This is an optimization exercise on Yosys and OpenROAD, whose aim is small area and a short achievable clock period, not a production implementation.
Function was checked by simulation only, so behaviour that the tests miss may differ from the original.
Power figures rest on the tool's default switching activity, not on a simulated workload.

==> design.v <==
`timescale 1ns/1ps
module layer_code #(
  parameter int ADDR_WIDTH = 6,
  parameter int UNIT_CLKS  = 2
) (
  input  logic                  clk_in,
  input  logic                  rst_n_in,
  input  logic                  wr_en_in,
  input  logic                  wr_done_in,
  input  logic [ADDR_WIDTH-1:0] wr_addr_in,
  input  logic [7:0]            wr_data_in,
  input  logic [3:0]            wr_byte_en_in,
  input  logic [7:0]            t0h_cnt_in,
  input  logic [7:0]            t0l_cnt_in,
  input  logic [7:0]            t1h_cnt_in,
  input  logic [7:0]            t1l_cnt_in,
  output logic                  ws281x_code_out
);
  localparam int DEPTH = 1 << ADDR_WIDTH;
  localparam int BITS = 24;
  localparam int PW = $clog2(255 * UNIT_CLKS + 1);
  localparam int BW = $clog2(BITS);
  typedef enum logic [1:0] {IDLE, READ, SEND_H, SEND_L} state_e;
  logic [31:0]           mem_q [DEPTH];
  state_e                state_q;
  logic [ADDR_WIDTH-1:0] idx_q;
  logic [BITS-1:0]       shift_q;
  logic [BW-1:0]         bit_cnt_q;
  logic [PW-1:0]         cnt_q;
  logic [7:0]            t0h_q, t0l_q, t1h_q, t1l_q;
  logic                  code_q;
  logic [31:0]     rd_word;
  logic [BITS-1:0] fetch_bits;
  logic [PW-1:0]   fetch_hi_last, cur_lo_last, next_hi_last;
  function automatic logic [PW-1:0] phase_last(input logic [7:0] units);
    logic [PW-1:0] u;
    u = (units == 8'd0) ? PW'(1) : PW'(units);
    phase_last = u * UNIT_CLKS - 1;
  endfunction
  always_ff @(posedge clk_in) begin
    if (wr_en_in) begin
      for (int i = 0; i < 4; i++) begin
        if (wr_byte_en_in[i]) mem_q[wr_addr_in][8*i +: 8] <= wr_data_in;
      end
    end
  end
  assign rd_word    = mem_q[idx_q];
  assign fetch_bits = rd_word[BITS-1:0];
  logic unused_ctrl_byte;
  assign unused_ctrl_byte = ^rd_word[31:24];
  assign fetch_hi_last = fetch_bits[BITS-1] ? phase_last(t1h_q) : phase_last(t0h_q);
  assign cur_lo_last   = shift_q[BITS-1]    ? phase_last(t1l_q) : phase_last(t0l_q);
  assign next_hi_last  = shift_q[BITS-2]    ? phase_last(t1h_q) : phase_last(t0h_q);
  always_ff @(posedge clk_in) begin
    if (rst_n_in) begin
      state_q   <= IDLE;
      idx_q     <= '0;
      shift_q   <= '0;
      bit_cnt_q <= '0;
      cnt_q     <= '0;
      t0h_q     <= '0;
      t0l_q     <= '0;
      t1h_q     <= '0;
      t1l_q     <= '0;
      code_q    <= 1'b0;
    end else begin
      case (state_q)
        IDLE: begin
          code_q <= 1'b0;
          if (wr_done_in) begin
            t0h_q   <= t0h_cnt_in;
            t0l_q   <= t0l_cnt_in;
            t1h_q   <= t1h_cnt_in;
            t1l_q   <= t1l_cnt_in;
            idx_q   <= '0;
            state_q <= READ;
          end
        end
        READ: begin
          code_q    <= 1'b0;
          shift_q   <= fetch_bits;
          bit_cnt_q <= BW'(BITS - 1);
          cnt_q     <= fetch_hi_last;
          state_q   <= SEND_H;
        end
        SEND_H: begin
          code_q <= 1'b1;
          if (cnt_q == '0) begin
            cnt_q   <= cur_lo_last;
            state_q <= SEND_L;
          end else begin
            cnt_q <= cnt_q - PW'(1);
          end
        end
        SEND_L: begin
          code_q <= 1'b0;
          if (cnt_q != '0) begin
            cnt_q <= cnt_q - PW'(1);
          end else if (bit_cnt_q != '0) begin
            shift_q   <= shift_q << 1;
            bit_cnt_q <= bit_cnt_q - BW'(1);
            cnt_q     <= next_hi_last;
            state_q   <= SEND_H;
          end else if (idx_q != '1) begin
            idx_q   <= idx_q + ADDR_WIDTH'(1);
            state_q <= READ;
          end else begin
            state_q <= IDLE;
          end
        end
        default: state_q <= IDLE;
      endcase
    end
  end
  assign ws281x_code_out = code_q;
endmodule
==> run.sh <==
#!/bin/bash
# synth_recipe.tcl (not shown) runs the flow's synth.tcl, then flattens the netlist and writes it again
# the make line also repeats each setting of config.mk as NAME=value (left out here)
make -C /OpenROAD-flow-scripts/flow DESIGN_CONFIG=/design/flow/config.mk WORK_HOME=/design/flow/orfs CLKGATE_MAP_FILE= SYNTH_SCRIPT=/design/flow/synth_recipe.tcl finish
==> config.mk <==
export PLATFORM = sky130hd
export DESIGN_NAME = layer_code
export DESIGN_NICKNAME = layer_code
export VERILOG_FILES = /design/flow/design.v
export SDC_FILE = /design/flow/constraint.sdc
export NUM_CORES = 4
export LEC_CHECK = 0
export CAP_MARGIN = 20
export CORE_MARGIN = 2
export CORE_UTILIZATION = 40
export SLEW_MARGIN = 20
==> constraint.sdc <==
create_clock -name core_clock -period 4.0 [get_ports {clk_in}]
set_input_delay 0.8000 -clock core_clock [delete_from_list [all_inputs] [get_ports {clk_in}]]
set_output_delay 0.8000 -clock core_clock [all_outputs]
set_load 0.01 [all_outputs]
==> metrics.cfg, run 1 <==
[run_status]
status=timing/DRC/antenna clean

[timing]
fmax_ghz=0.287
finalCriticalPeriod_ns=3.49
min_period_over_period_pct=87.2
tightest_slew_ns=0.912
fin_skew_ns=0.0409
setup_viol=0
maxSlewViolCount=0
slew_headroom_pct=39.2
hold_viol_final=0
rsz0062_at_grt=false
final.setup.tns_ns=0

[route]
antenna_violating_nets_post_route=0
drcViolationCount=0
wl_per_cell_um=26.0
vias=30500
finalWirelength_um=145000
dr.first_iter.drc_count=2791
first_pass_iters=7
viasPerCell=5.48

[power]
switching_share_pct=21.4
cellLeakagePower_uw=0.0225
netSwitchingPower_uw=7530
clkPwrFrac_pct=42.5
p_int_uw=27600
p_per_area_nw_per_um2=478
p_comb_share_pct=4.0
p_seq_share_pct=53.6
worst_ir_drop_vdd_v=0.000475

[grt]
grt_max_degree=118
antenna_found_initial=7
grt_overflow_total=0
grt_first_pass_wirelength_um=214000
track_usage_pct=18.0
grt_pass1_vias=31000

[place]
dp_hpwl_um=89200
port_buffers=53
gp_congestion=0.783
placed_cells=5258

[worst_setup_path]
path_max_fanout=23
r2r_cells=9
crit_path_start_kind=register
crit_slowest_cell=dfxtp_4
critPathCaptureType=register
r2r_end=cnt_q[7]
crit_arrival_ns=4.13
critPathMaxStageDelay_ns=0.66
crit_chain=buf_4 > mux4_2 > mux2i_1 > o32ai_1 > a31oi_1 > and4_1 > buf_4 > mux2i_1 > a31oi_1
crit_type=register to register
regToRegSetupSlack_ns=0.51
critical_path_required_ns=4.64

[worst_hold_path]
hold_depth=1
whs_endpoint=mem_q[35][15]
hold_path_class=primary input to register
min_from=wr_data_in[7]

[yosys]
synth_ff_type=edfxtp_1
yosys.area_share.simple_pct=3.79
yosys_warnings=1
postSynth.asyncResetShare_pct=0
yosys.area_share.xor_xnor_pct=0.262
synth_nets=3099
ys_types=63
synth.mux.area_fraction_pct=18.0
synthCells=3037
yosysSeqAreaShare_pct=75.3
synth_compound_gate_area_share_pct=1.25
synth_edf_count=1536
synthAdderAreaFrac_pct=0.158
synth_top_family_by_area=multiplexers
avgSynthCellArea_um2=20.9
synth_seq_cells=1621
syn_area_um2=63500

[floorplanning]
die_y_um=402
die_w_um=402
initial_core_util_pct=40.2
coreArea_um2=158000
row_count=146
num_io_pins=55
die_area_um2=162000

[cells_and_area]
fillers=12900
finish.utilization_pct=46.5
layout.nets=3418
stdcell_count=5574
drive_gt1_share_pct=29.7
syn_to_final_growth_pct=15.8

[clocking]
cts_setup_buffers=0
clkSinkCount=1621
cts_root_buffer=clkbuf_16
numCtsBuffers=166
postCtsResizedCells=0
path_clk_slew_ns=0.06
ctsHoldBuffers=0
clk_latency_ns=0.79
h-tree-depth=4
tritoncts=done
cts_max_path_buffers=3

[run]
max-cap-violations=0

how the worst max path moves through the flow:
stage                        start           to  cells past startpoint
after floorplan           register  shift_q[20]                      8
after global placement    register     cnt_q[7]                      9
after detailed placement  register     cnt_q[7]                      9
after CTS                 register     cnt_q[7]                      9
after global routing      register     cnt_q[7]                      9
final                     register     cnt_q[7]                      9
cell families after synthesis:
group / count (synthesis)
flops: 1621
simple gates: 549
mux: 524
buf+inv: 192
compound gates: 124
xor+xnor: 19
fa+ha+maj: 8
worst max-delay path, delay by kind of cell (launching register included):
| family | cells | cell delay (ns) |
|---|---|---|
| compound gates | 3 | 0.55 |
| simple gates | 1 | 0.41 |
| mux | 3 | 0.92 |
| flops | 1 | 0.66 |
| buf+inv | 2 | 0.76 |
routing by layer:
layer	wire [µm]	vias up	global-route usage [%]
met1	62900	16200	25.5
met3	8800	185	3.51
met4	2950	4	4.68
met2	70400	911	28.7
li1	-	13200	-
met5	23	-	0
final cells by class:
type / instances / area, µm² / area share [%]
Clock inverter: 108 / 928 / 1.26
Tap cell: 2072 / 2590 / 3.53
Timing Repair Buffer: 327 / 2880 / 3.92
Sequential cell: 1621 / 47800 / 65.1
Clock buffer: 203 / 4320 / 5.88
Antenna cell: 3 / 7.51 / 0.0102
Inverter: 16 / 65.1 / 0.0885
Multi-Input combinational cell: 1224 / 14900 / 20.2
state kept, by name, indices dropped and copies added, names as in the netlist, named ones only:
name	cells
bit_cnt_q	5
cnt_q	9
code_q	1
idx_q	6
mem_q	1536
shift_q	24
state_q	2
t0h_q	8
t0l_q	8
t1h_q	8
t1l_q	8
power groups by stage:
stage | combinational (µW) | sequential [µW] | clock (µW)
2_1_floorplan | 775 | 19100 | 0
3_3_place_gp | 1380 | 19200 | 0
3_5_place_dp | 1400 | 19200 | 0
4_1_cts | 1400 | 18800 | 15200
5_1_grt | 1540 | 18800 | 15900
6_report | 1400 | 18800 | 14900
through the flow:
| stage | cell area [µm²] | setup slack [ns] | hold WS (ns) | power [µW] |
|---|---|---|---|---|
| final | 73500 | 0.513 | 0.377 | 35100 |
| after global placement | 68200 | 0.544 | 0.455 | 20600 |
| after detailed placement | 68200 | 0.516 | 0.462 | 20600 |
| after floorplan | 63500 | 1.31 | 0.444 | 19900 |
| after CTS | 73500 | 0.508 | 0.318 | 35500 |
| after global routing | 73500 | 0.307 | 0.341 | 36300 |
synthesized netlist by cell type (6+ instances only):
| cell type | count | area (µm²) |
|---|---|---|
| nand3b_1 | 6 | 45.0 |
| clkbuf_1 | 101 | 379 |
| and2_1 | 9 | 56.3 |
| xor2_1 | 6 | 52.6 |
| nor2_1 | 287 | 1080 |
| mux2i_1 | 26 | 260 |
| nand2_1 | 118 | 443 |
| a211oi_1 | 7 | 52.6 |
| or3_1 | 13 | 81.3 |
| edfxtp_1 | 1536 | 46100 |
| nor3_1 | 39 | 195 |
| nor4_1 | 22 | 138 |
| dfxtp_1 | 85 | 1700 |
| mux4_2 | 493 | 11100 |
| buf_2 | 48 | 240 |
| nor2b_1 | 8 | 50.1 |
| a21oi_1 | 48 | 240 |
| inv_1 | 14 | 52.6 |
| buf_1 | 21 | 78.8 |
| nor3b_1 | 7 | 52.6 |
| xnor2_1 | 13 | 114 |
| o21ai_0 | 17 | 85.1 |
| nand3_1 | 12 | 60.1 |
| ha_1 | 8 | 100 |
| a31oi_1 | 11 | 68.8 |
placed cells by master, fill, tap and decap left out, types with 10 or more instances in the layout:
| cell | count |
|---|---|
| edfxtp_1 | 1536 |
| mux4_2 | 493 |
| nor2_1 | 287 |
| buf_4 | 251 |
| clkbuf_16 | 167 |
| nand2_1 | 118 |
| dfxtp_1 | 80 |
| a21oi_1 | 48 |
| clkdlybuf4s50_1 | 44 |
| nor3_1 | 39 |
| clkinv_2 | 38 |
| clkinv_1 | 36 |
| clkbuf_1 | 35 |
| mux2i_1 | 26 |
| nor4_1 | 22 |
| buf_12 | 21 |
| o21ai_0 | 17 |
| inv_1 | 14 |
| or3_1 | 13 |
| xnor2_1 | 13 |
| nand3_1 | 12 |
| a31oi_1 | 11 |
| bufinv_16 | 10 |
==> run 2: changes to the inputs <==
==> design.v (replaced) <==
`timescale 1ns/1ps
module layer_code #(
  parameter int ADDR_WIDTH = 6,
  parameter int UNIT_CLKS  = 2
) (
  input  logic                  clk_in,
  input  logic                  rst_n_in,
  input  logic                  wr_en_in,
  input  logic                  wr_done_in,
  input  logic [ADDR_WIDTH-1:0] wr_addr_in,
  input  logic [7:0]            wr_data_in,
  input  logic [3:0]            wr_byte_en_in,
  input  logic [7:0]            t0h_cnt_in,
  input  logic [7:0]            t0l_cnt_in,
  input  logic [7:0]            t1h_cnt_in,
  input  logic [7:0]            t1l_cnt_in,
  output logic                  ws281x_code_out
);
  localparam int DEPTH = 1 << ADDR_WIDTH;
  localparam int BITS  = 24;
  localparam int LANES = BITS / 8;
  typedef enum logic [1:0] {IDLE, WAIT2, WAIT1, PHASE} state_e;
  logic [ADDR_WIDTH-1:0] ptr_q;
  logic                  we_q;
  logic [ADDR_WIDTH-1:0] wa_q, wp_q;
  logic [7:0]            wd_q;
  logic [LANES-1:0]      wbe_q;
  always_ff @(posedge clk_in) begin
    ptr_q <= ptr_q - ADDR_WIDTH'(1);
    we_q  <= wr_en_in;
    wa_q  <= wr_addr_in;
    wp_q  <= wr_addr_in + ptr_q;
    wd_q  <= wr_data_in;
    wbe_q <= wr_byte_en_in[LANES-1:0];
  end
  logic [BITS-1:0] ring_q [DEPTH];
  always_ff @(posedge clk_in) begin
    for (int j = 0; j < DEPTH; j++) begin
      for (int i = 0; i < LANES; i++) begin
        if (we_q && wp_q == ADDR_WIDTH'(j) && wbe_q[i])
          ring_q[j][8*i +: 8] <= wd_q;
        else
          ring_q[j][8*i +: 8] <= ring_q[(j + 1) % DEPTH][8*i +: 8];
      end
    end
  end
  logic [ADDR_WIDTH-1:0] at0;
  assign at0 = ~ptr_q - ADDR_WIDTH'(1);
  logic [BITS-1:0]       head0_q, head_q;
  logic [ADDR_WIDTH-1:0] nidx_q;
  always_ff @(posedge clk_in) begin
    for (int i = 0; i < LANES; i++) begin
      if (we_q && wa_q == '0 && wbe_q[i])
        head0_q[8*i +: 8] <= wd_q;
      else if (at0 == '0)
        head0_q[8*i +: 8] <= ring_q[0][8*i +: 8];
      if (we_q && wa_q == nidx_q && wbe_q[i])
        head_q[8*i +: 8] <= wd_q;
      else if (at0 == nidx_q)
        head_q[8*i +: 8] <= ring_q[0][8*i +: 8];
    end
  end
  state_e          state_q;
  logic            code_q;
  logic            hi_q;       
  logic            half_q;     
  logic [7:0]      unit_q;     
  logic            ulast_q;    
  logic [4:0]      bit_q;      
  logic [BITS-1:0] shift_q;
  logic [7:0]      t0h_q, t0l_q, t1h_q, t1l_q;
  logic phase_end, last_end, idle_now;
  logic [BITS-1:0] src;
  assign phase_end = (state_q == PHASE) && half_q && ulast_q;
  assign last_end  = phase_end && !hi_q && bit_q == '0 && nidx_q == '0;
  assign idle_now  = (state_q == IDLE) || last_end;
  assign src       = (nidx_q == '0) ? head0_q : head_q;
  always_ff @(posedge clk_in) begin
    if (idle_now) begin
      t0h_q <= t0h_cnt_in;
      t0l_q <= t0l_cnt_in;
      t1h_q <= t1h_cnt_in;
      t1l_q <= t1l_cnt_in;
    end
    half_q  <= !half_q;
    ulast_q <= unit_q[7:1] == '0;
    if (rst_n_in) begin
      state_q <= IDLE;
      code_q  <= 1'b0;
    end else begin
      case (state_q)
        IDLE: begin
          if (wr_done_in) begin
            state_q <= WAIT2;
            nidx_q  <= '0;
          end
        end
        WAIT2: state_q <= WAIT1;
        WAIT1: begin
          state_q <= PHASE;
          code_q  <= 1'b1;
          hi_q    <= 1'b1;
          half_q  <= 1'b0;
          shift_q <= src;
          bit_q   <= 5'(BITS - 1);
          unit_q  <= src[BITS-1] ? t1h_q : t0h_q;
          nidx_q  <= nidx_q + ADDR_WIDTH'(1);
        end
        PHASE: begin
          if (half_q) begin
            if (!ulast_q) begin
              unit_q <= unit_q - 8'd1;
            end else if (hi_q) begin
              code_q <= 1'b0;
              hi_q   <= 1'b0;
              unit_q <= shift_q[BITS-1] ? t1l_q : t0l_q;
            end else if (bit_q != '0) begin
              code_q  <= 1'b1;
              hi_q    <= 1'b1;
              shift_q <= shift_q << 1;
              bit_q   <= bit_q - 5'd1;
              unit_q  <= shift_q[BITS-2] ? t1h_q : t0h_q;
            end else if (nidx_q != '0) begin
              state_q <= WAIT1;
            end else if (wr_done_in) begin
              state_q <= WAIT2;
            end else begin
              state_q <= IDLE;
            end
          end
        end
        default: state_q <= IDLE;
      endcase
    end
  end
  assign ws281x_code_out = code_q;
endmodule
--- a/config.mk
+++ b/config.mk
@@ -6,4 +6,5 @@
 export NUM_CORES = 4
 export LEC_CHECK = 0
+export ABC_AREA = 1
 export CAP_MARGIN = 20
 export CORE_MARGIN = 2
==> metrics.cfg, run 2 <==
[clocking]
ctsHoldBuffers=0  ; unchanged
tritoncts=done
postCtsResizedCells=0  ; unchanged
h-tree-depth=4  ; unchanged
clk_latency_ns=0.77  ; -0.02 ns
cts_root_buffer=clkbuf_16
path_clk_slew_ns=0.06  ; about the same
clkSinkCount=1695  ; +4.6%
cts_max_path_buffers=3  ; unchanged
numCtsBuffers=161  ; -3.0%
cts_setup_buffers=0  ; unchanged

[worst_hold_path]
whs_endpoint=ring_q[17][6]
hold_depth=2  ; +1
min_from=ring_q[18][6]
hold_path_class=register to register

[yosys]
yosysSeqAreaShare_pct=63.6  ; -12 points
synth_compound_gate_area_share_pct=15.1  ; +14 points
synth.mux.area_fraction_pct=0  ; -18 points
yosys.cell_count.top_type=nand2_1
synth_common_cells=nand2_1, dfxtp_1, o21ai_0
postSynth.asyncResetShare_pct=0  ; unchanged
synth_ff_type=dfxtp_1
avgSynthCellArea_um2=9.15  ; -56%
synthAdderAreaFrac_pct=0.398  ; +0.24 points
yosys.area_share.xor_xnor_pct=0.190  ; -0.072 points
synth_nets=6114  ; +97%
yosys_warnings=2  ; +1
synth_top_cell_area_share_pct=56.9  ; -16 points
yosys.area_share.simple_pct=16.6  ; +13 points
yosys-top-cells-area=dfxtp_1, o21ai_0, nand2_1
synth_seq_cells=1695  ; +4.6%
ys_types=36  ; -43%
syn_area_um2=55300  ; -13%
yosysTopAreaCell=dfxtp_1
synth_top_family_by_area=simple AND/OR/NAND/NOR gates
synth_edf_count=124  ; -92%
synthCells=6043  ; +99%

[worst_setup_path]
path_max_fanout=16  ; -30%
regToRegSetupSlack_ns=1.19  ; +0.68 ns
crit_path_start_kind=register
crit_type=register to register
crit_arrival_ns=3.47  ; -0.66 ns
r2r_end=ring_q[40][22]
critPathCaptureType=register
r2r_cells=5  ; -4
rr_startpoint=wp_q[3]
critical_path_required_ns=4.66  ; +0.02 ns

[timing]
rsz0062_at_grt=false
fmax_ghz=0.356  ; +24%
tightest_slew_ns=1.01  ; +0.101 ns
hold_viol_final=0  ; unchanged
final.setup.tns_ns=0  ; unchanged
finalCriticalPeriod_ns=2.81  ; -0.679 ns
maxSlewViolCount=0  ; unchanged
fin_skew_ns=0.0261  ; -0.0148 ns
slew_headroom_pct=32.3  ; -6.9 points
setup_viol=0  ; unchanged
min_period_over_period_pct=70.2  ; -17 points

[route]
drcViolationCount=0  ; unchanged
wl_per_cell_um=16.3  ; -37%
antenna_violating_nets_post_route=0  ; unchanged
dr.first_iter.drc_count=3029  ; +8.5%
viasPerCell=4.97  ; -9.3%
first_pass_iters=6  ; -1
vias=38800  ; +27%
finalWirelength_um=128000  ; -12%

[run_status]
status=timing/DRC/antenna clean

[cells_and_area]
syn_to_final_growth_pct=12.7
layout.nets=5956  ; +74%
design_area_um2=62300  ; -15%
layout_commonest_cell=nand2_1
drive_gt1_share_pct=6.95  ; -23 points
diodes=0  ; -3
regMostFlops=ring_q
largest_register_ffs=1536  ; unchanged
final_cell_mix=nand2_1, dfxtp_1, o21ai_0, clkbuf_16, nand3_1

[floorplanning]
num_io_pins=55  ; unchanged
die_y_um=376  ; -6.6%
initial_core_util_pct=40.3  ; +0.076 points
coreArea_um2=137000  ; -13%
die_w_um=376  ; -6.6%
row_count=136  ; -6.8%
die_area_um2=141000  ; -13%

[run]
max-cap-violations=0  ; unchanged

[grt]
grt_overflow_total=0  ; unchanged
grt_max_degree=129  ; +9.3%
track_usage_pct=18.0  ; +0.045 points
grt_first_pass_wirelength_um=205000  ; -4.5%
grt_pass1_vias=36700  ; +18%
antenna_found_initial=3  ; -4

[place]
gp_congestion=0.817  ; +4.3%
port_buffers=53  ; unchanged
placed_area_um2=56900  ; -17%
dp_hpwl_um=73700  ; -17%

[power]
worst_ir_drop_vdd_v=0.000392  ; -17%
cellLeakagePower_uw=0.0232  ; +2.8%
p_per_area_nw_per_um2=605  ; +27%
finalPower_uw=37700  ; +7.3%

==> run 2: how the worst max path moves through the flow <==
stage                    start              to  slack, ns  cells after the start
CTS                    wp_q[3]  ring_q[40][22]       1.22                      5
global route              we_q     head0_q[17]       1.04                      4
finish                 wp_q[3]  ring_q[40][22]       1.19                      5
global placement          we_q   ring_q[32][7]       1.23                      5
detailed placement     wp_q[1]  ring_q[40][22]       1.24                      6
floorplan           state_q[1]        t0h_q[0]       0.17                      5
==> run 2: cell families (layout without fill, tap and decap cells) <==
kind of cell | count (synthesis) | after routing
DFF | 1695 | 1695
buffers and inverters | 528 | 499
adders and majority gates | 17 | 17
and+or+nand+nor | 2127 | 2127
AOI/OAI and AO/OA | 1664 | 1664
xor gates and xnor gates | 12 | 12
==> run 2: layout make-up <==
| cell class | instances | area (µm²) |
|---|---|---|
| flip-flops and latches | 1695 | 35200 |
| clock inverters | 52 | 578 |
| clock buffers | 240 | 4850 |
| multi-input cells | 3820 | 17900 |
| fillers | 13000 | 75000 |
| repair buffers | 117 | 1140 |
| well taps | 1794 | 2240 |
| inverters | 90 | 398 |
==> run 2: critical path, stage by stage, from the launching register on <==
cell	delay [ns]
dfxtp_1	0.38
nand2_1	0.18
nor2_1	0.75
buf_4	0.46
nand3_1	0.53
o21ai_0	0.38
==> run 2: report_power, final <==
part / total (µW) / switching [µW] / leakage, µW / internal (µW)
registers: 19600 / 636 / 0.0141 / 19000
clock network: 15500 / 6370 / 0.00267 / 9100
logic: 2600 / 1670 / 0.00644 / 934
total: 37700 / 8670 / 0.0232 / 29000
==> run 2: layer usage <==
| layer | track usage (%) | vias to the layer above | part of all wire [%] |
|---|---|---|---|
| met2 | 28.7 | 746 | 45 |
| li1 | - | 19600 | - |
| met4 | 5.77 | 0 | 2.4 |
| met1 | 25.2 | 18200 | 48 |
| met5 | 0 | - | 0 |
| met3 | 2.68 | 199 | 4.5 |
==> run 2: stage by stage <==
step                      instances  utilization, %  hold slack (ns)  worst slack (ns)
after floorplan                6043               -            0.406             0.169
after global placement         7516            41.4            0.409              1.23
final                          7808            45.4            0.415              1.19
after detailed placement       7516            41.4            0.413              1.24
after CTS                      7808            45.4            0.407              1.22
after global routing           7808            45.4            0.433              1.04
==> run 3: changes to the inputs <==
--- a/config.mk
+++ b/config.mk
@@ -6,5 +6,4 @@
 export NUM_CORES = 4
 export LEC_CHECK = 0
-export ABC_AREA = 1
 export CAP_MARGIN = 20
 export CORE_MARGIN = 2
==> metrics.cfg, run 3 <==
[run_status]
status=timing/DRC/antenna clean

[power]
p_seq_share_pct=51.7  ; -0.4 points
p_per_area_nw_per_um2=569  ; -5.9%
cellLeakagePower_uw=0.0278  ; +20%
switching_share_pct=21.7  ; -1.3 points
netSwitchingPower_uw=8250  ; -4.8%
worst_ir_drop_vdd_v=0.000393  ; +0.23%
clkPwrFrac_pct=41.7  ; +0.7 points
p_comb_share_pct=6.6  ; -0.3 points
p_int_uw=29700  ; +2.3%

[cells_and_area]
regMostFlops=ring_q
finish.utilization_pct=45.8  ; +0.38 points
fillers=12900  ; -0.60%
final_cell_mix=mux2_2, dfxtp_1, clkbuf_16, edfxtp_1, nand3_2
layout.nets=4176  ; -30%
largest_register_ffs=1536  ; unchanged
drive_gt1_share_pct=49.7  ; +43 points
syn_to_final_growth_pct=13.6
layout_commonest_cell=mux2_2

[floorplanning]
coreArea_um2=146000  ; +6.1%
die_area_um2=150000  ; +6.0%
num_io_pins=55  ; unchanged
row_count=140  ; +2.9%
initial_core_util_pct=40.3  ; about the same
die_w_um=387  ; +3.0%
die_y_um=387  ; +3.0%

[timing]
setup_viol=0  ; unchanged
finalCriticalPeriod_ns=2.89  ; +0.0804 ns
min_period_over_period_pct=72.2  ; +2.0 points
hold_viol_final=0  ; unchanged
maxSlewViolCount=0  ; unchanged
slew_headroom_pct=27.2  ; -5.1 points
rsz0062_at_grt=false
tightest_slew_ns=1.09  ; +0.0754 ns
fmax_ghz=0.346  ; -2.8%
fin_skew_ns=0.0273  ; +0.00114 ns
final.setup.tns_ns=0  ; unchanged

[route]
viasPerCell=4.79  ; -3.6%
vias=29500  ; -24%
first_pass_iters=4  ; -2
dr.first_iter.drc_count=1074  ; -65%
finalWirelength_um=111000  ; -13%
antenna_violating_nets_post_route=0  ; unchanged
wl_per_cell_um=18.0  ; +10%
drcViolationCount=0  ; unchanged

[yosys]
synth_top_cell_area_share_pct=53.6  ; -3.3 points
postSynth.asyncResetShare_pct=0  ; unchanged
yosys-top-cells-area=dfxtp_1, mux2_2, edfxtp_1
synth_seq_cells=1695  ; unchanged
syn_area_um2=58700  ; +6.1%
ys_types=60  ; +67%
yosys_warnings=2  ; unchanged
yosys.cell_count.top_type=mux2_2
synth_nets=4155  ; -32%
synth_edf_count=124  ; unchanged
synth_ff_type=dfxtp_1
avgSynthCellArea_um2=14.4  ; +57%
yosysTopAreaCell=dfxtp_1
synthCells=4084  ; -32%
synth_common_cells=mux2_2, dfxtp_1, clkbuf_1
yosysSeqAreaShare_pct=59.9  ; -3.7 points

[clocking]
cts_max_path_buffers=3  ; unchanged
tritoncts=done
clkSinkCount=1695  ; unchanged
postCtsResizedCells=0  ; unchanged
path_clk_slew_ns=0.06  ; about the same
numCtsBuffers=170  ; +5.6%
clk_latency_ns=0.78  ; about the same
ctsHoldBuffers=0  ; unchanged
cts_setup_buffers=0  ; unchanged
cts_root_buffer=clkbuf_16
h-tree-depth=4  ; unchanged

[worst_setup_path]
cp.depth=5  ; unchanged
crit_path_start_kind=register
critPathMaxStageDelay_ns=0.91  ; +0.16 ns
crit_arrival_ns=3.54  ; +0.07 ns
critical_path_required_ns=4.66  ; about the same
rr_startpoint=wp_q[2]
crit_type=register to register
path_max_fanout=8  ; -8
crit_slowest_cell=nor3_4
crit_chain=nand2b_1 > nor3_4 > buf_4 > nand3_4 > mux2_2
critPathCaptureType=register
r2r_cells=5  ; unchanged
cpLargestDelayFamily=simple AND/OR/NAND/NOR gates
cp-startpoint=wp_q[2]
cp.buffers_inverters=1  ; unchanged

[grt]
grt_max_degree=153  ; +19%
track_usage_pct=14.9  ; -3.1 points
grt_overflow_total=0  ; unchanged
grt_pass1_vias=31200  ; -15%
antenna_found_initial=2  ; -1
grt_first_pass_wirelength_um=179000  ; -13%

[run]
max-cap-violations=0  ; unchanged

[worst_hold_path]
min_from=ring_q[47][4]
hold_depth=1  ; -1
hold_path_class=register to register

[place]
port_buffers=53  ; unchanged
dp_hpwl_um=66900  ; -9.2%
gp_congestion=0.729  ; -11%

-- run 3: changes by cell type after synthesis, sizes merged, moves of 66 or more --
cell    delta
clkbuf    -85
inv       -66
nand3     -75
buf       -92
mux2    +1586
o21ai   -1559
nand2   -1687
-- run 3: final timing paths --
path / endpoint / slack [ns]
worst max-delay path: ring_q[36][11] / 1.11
worst min-delay path: ring_q[46][4] / 0.42
worst max register to register: ring_q[36][11] / 1.11
worst min register to register: ring_q[46][4] / 0.42
-- run 3: power groups by stage --
stage / Clock (µW) / Combinational [µW] / Sequential [µW]
final: 15800 / 2520 / 19600
after detailed placement: 0 / 2550 / 20000
after global placement: 0 / 2520 / 20000
after CTS: 16300 / 2580 / 19600
after floorplan: 0 / 2120 / 19600
after global routing: 16900 / 2790 / 19800
-- run 3: layer usage --
| layer | routed length [µm] | track usage (%) | vias to the layer above | part of all wire, % |
|---|---|---|---|---|
| met5 | 0 | 0 | - | 0 |
| met4 | 2800 | 5.04 | 0 | 2.5 |
| li1 | - | - | 14500 | - |
| met1 | 53700 | 20.0 | 14500 | 48 |
| met3 | 3270 | 2.55 | 187 | 2.9 |
| met2 | 51300 | 24.3 | 306 | 46 |
-- run 3: final cells by class --
class	instances	area (µm²)	share of cell area [%]
antenna	1	2.50	0.00375
clock buffer	256	5030	7.54
clock inverter	53	627	0.940
inverter	21	78.8	0.118
multi-input combinational	2107	22300	33.4
sequential	1695	35200	52.8
tap	1917	2400	3.60
timing repair buffer	110	1060	1.59
-- run 3: cell families after synthesis --
| kind of cell | after synthesis | synth area share, % |
|---|---|---|
| flops | 1695 | 59.9 |
| mux | 1637 | 31.3 |
| simple gates | 345 | 4.95 |
| buf+inv | 282 | 2.16 |
| compound gates | 72 | 0.725 |
| xor+xnor | 36 | 0.537 |
| fa+ha+maj | 17 | 0.375 |
-- run 3: stage by stage --
step | hold slack [ns] | instances | worst slack (ns) | power, µW | area [µm²]
finish | 0.425 | 6160 | 1.11 | 38000 | 66700
global route | 0.410 | 6159 | 1.06 | 39500 | 66700
CTS | 0.392 | 6159 | 1.16 | 38500 | 66700
detailed placement | 0.419 | 5850 | 1.14 | 22500 | 61000
global placement | 0.415 | 5850 | 1.16 | 22500 | 61000
floorplan | 0.410 | 4084 | 1.45 | 21700 | 58700

afterwards: timing with drivers on the ports:
The flow's constraints put no driver on any port. The routed layouts listed below were extracted and timed again, unchanged, in two steps. Step 1, drivers: a clkbuf_16 drives clk_in and a buf_2 each remaining input, both assumed. Step 2 times the ports against the registers' clock, not the clock port: input delays grow and output delays shrink by t, the midpoint of the rising clock arrivals with the driver on. a / b / c = ideal / step 1 / step 2; a / b = the first two.
run	shift t [ns]	setup WS [ns]	worst hold slack (ns)	worst register clock-pin slew, ns
run 1	0.849	0.513 / 0.513 / 0.513	0.377 / 0.335 / 0.467	0.07 / 0.07
run 2	0.834	1.192 / 1.192 / 1.192	0.415 / 0.415 / 0.415	0.07 / 0.07
run 3	0.837	1.111 / 1.111 / 1.111	0.425 / 0.410 / 0.425	0.06 / 0.06
After both steps every run listed still meets setup and hold.
